From an optimization exercise on the open Yosys and OpenROAD flow, aimed at small area; shortcuts taken in it are not production practice. The RTL was checked by simulation tests, not by an equivalence proof against the original design. Power is estimated from default activity; no workload was simulated.

== try-fjord ==
// sccb_responder
module sccb_responder
#(
    parameter logic [6:0] DEV_ID    = 7'h21,
    parameter int         REG_DEPTH = 256
) (
    input  logic       Clk,
    input  logic       Reset,
    input  logic       sioc_in,
    input  logic       siod_in,
    output logic       siod_oe,
    input  logic [7:0] obs_addr,
    output logic [7:0] obs_data,
    output logic       wr_valid,
    output logic [7:0] wr_addr,
    output logic [7:0] wr_data,
    output logic       busy,
    output logic       err
);
Settings: LEC_CHECK=0, CAP_MARGIN=5, CORE_MARGIN=2, CORE_UTILIZATION=65, SLEW_MARGIN=5, SYNTH_HIERARCHICAL=1, SYNTH_MINIMUM_KEEP_SIZE=0; clock period 10.0 ns.
standard.sh (not shown) runs the stock make flow with config.mk's settings and CLKGATE_MAP_FILE= SYNTH_SCRIPT=/design/flow/synth_recipe.tcl, a recipe that flattens the netlist after the stock synthesis.
==> flow/flow/run.sh <==
#!/bin/bash
set -euo pipefail
export CTS_ARGS="-sink_clustering_enable -repair_clock_nets -dont_use_dummy_load -sink_clustering_size 20 -sink_clustering_max_diameter 50 -buf_list sky130_fd_sc_hd__clkbuf_8"
export BUFFER_PORTS_ARGS="-buffer_cell sky130_fd_sc_hd__buf_2"
bash standard.sh > make.log 2>&1
try-fjord was carried through to the last stage, and its layout satisfied the timing, design-rule and antenna checks.
#### Input delta (try-violet over try-fjord)
==> flow/flow/run.sh <==
#!/bin/bash
set -euo pipefail
export CTS_ARGS="-sink_clustering_enable -repair_clock_nets -dont_use_dummy_load -sink_clustering_size 18 -sink_clustering_max_diameter 50 -buf_list sky130_fd_sc_hd__clkbuf_8"
export BUFFER_PORTS_ARGS="-buffer_cell sky130_fd_sc_hd__buf_2"
bash standard.sh > make.log 2>&1
--- a/flow/config.mk
+++ b/flow/config.mk
@@ -10 +10 @@
-export CORE_UTILIZATION = 65
+export CORE_UTILIZATION = 70
Findings:
- try-fjord has a higher total core area than try-violet.
- Comparing try-violet and try-fjord, the higher total via count in the routed design was measured on try-violet.
- try-violet completed end to end; final checks failed (capacitance limit, slew limit).
- Synthesis-to-finish area growth: try-violet lower than try-fjord
- try-violet against try-fjord; number of filler cells placed in the layout is down by more than 10%.
- Going from try-fjord to try-violet, overall global routing resource usage grows by 2.3 points.
- try-fjord and try-violet ended up with roughly the same total power consumption of the routed design.
- On design area, try-violet and try-fjord are neck and neck.
- try-violet: final cell count is 33 lower than what try-fjord reported.
Here is what was changed in the inputs of try-cedar compared with try-violet.
--- a/flow/config.mk
+++ b/flow/config.mk
@@ -8 +8 @@
-export CAP_MARGIN = 5
+export CAP_MARGIN = 0
@@ -10,2 +10,2 @@
-export CORE_UTILIZATION = 70
-export SLEW_MARGIN = 5
+export CORE_UTILIZATION = 40
+export SLEW_MARGIN = 0
Findings:
Looking across try-violet and try-cedar, the single run that reached the end with no open violations was try-cedar.
try-violet: complete, dirty (capacitance limit, slew limit)
[compare] base=try-violet new=try-cedar: area added between synthesis and finish picked up an extra 2.3 points, number of vias per cell after detailed routing decreased 1.2, filler-free cell count of the finished design now sits higher.
try-cedar vs. try-violet: layout buffer count excluding clock buffers went up, number of antenna violations at the first check in global routing went down.
What try-indigo does differently from try-cedar at the input level:
--- a/flow/config.mk
+++ b/flow/config.mk
@@ -8 +8 @@
-export CAP_MARGIN = 0
+export CAP_MARGIN = 5
@@ -10,2 +10,2 @@
-export CORE_UTILIZATION = 40
-export SLEW_MARGIN = 0
+export CORE_UTILIZATION = 65
+export SLEW_MARGIN = 5
Of the two candidates, try-cedar has the worse setup slack after layout and try-indigo the better one.
As far as number of clock sinks seen by CTS goes, try-indigo and try-cedar are indistinguishable; the numbers are identical.
Compared to try-cedar, try-indigo has wire length reported by the detailed router 1.6% lower.
try-indigo ended up with a lower number of placement rows than try-cedar did.
## Diff of input files: try-juniper against try-indigo
--- a/flow/config.mk
+++ b/flow/config.mk
@@ -8 +8 @@
-export CAP_MARGIN = 5
+export CAP_MARGIN = 20
@@ -10,2 +10,2 @@
-export CORE_UTILIZATION = 65
-export SLEW_MARGIN = 5
+export CORE_UTILIZATION = 40
+export SLEW_MARGIN = 20
==> run notes <==
Delta (try-juniper minus try-indigo): worst voltage drop across the vdd grid lower, final cell count higher, final critical-path share of the clock period higher, weighted congestion at the end of routability-driven global placement lower. Per the comparison of try-juniper with try-indigo, design area went up, via density per instance -15%, switching component of the power climbed 3.0%, fraction of area in multi-input gates shows a reduction of 0.34 points. Compared to try-indigo, try-juniper was floorplanned on a bigger die. In try-juniper the hold slack turned out 0.065 ns lower than in try-indigo. Worst setup slack ends up lower on try-juniper.

static timing again, ports no longer ideal:
In the flow no input, the clock included, has a driving cell. The finished layouts below were timed again as built, in two steps. Step 1 sets driving cells, clkbuf_16 on the clock port and buf_2 on the other inputs (assumed; they add their load-dependent delay and slew). Step 2, shift: input delay + t, output delay - t, t = (earliest + latest rising clock arrival at the registers) / 2. This alone moves slack from input paths to output paths. Three values: ideal, step 1, step 2; two values: the first two.
run	t, ns	setup WS [ns]	worst setup path at the end	pins driven straight from the clock port
try-fjord	0.889	1.307 / 1.281 / 1.281	input to output	1
try-violet	0.869	1.198 / 1.179 / 1.179	input to output	1
try-cedar	0.946	1.150 / 1.130 / 1.130	input to output	1
try-indigo	0.891	1.260 / 1.234 / 1.234	input to output	1
try-juniper	0.932	1.119 / 1.098 / 1.098	input to output	1
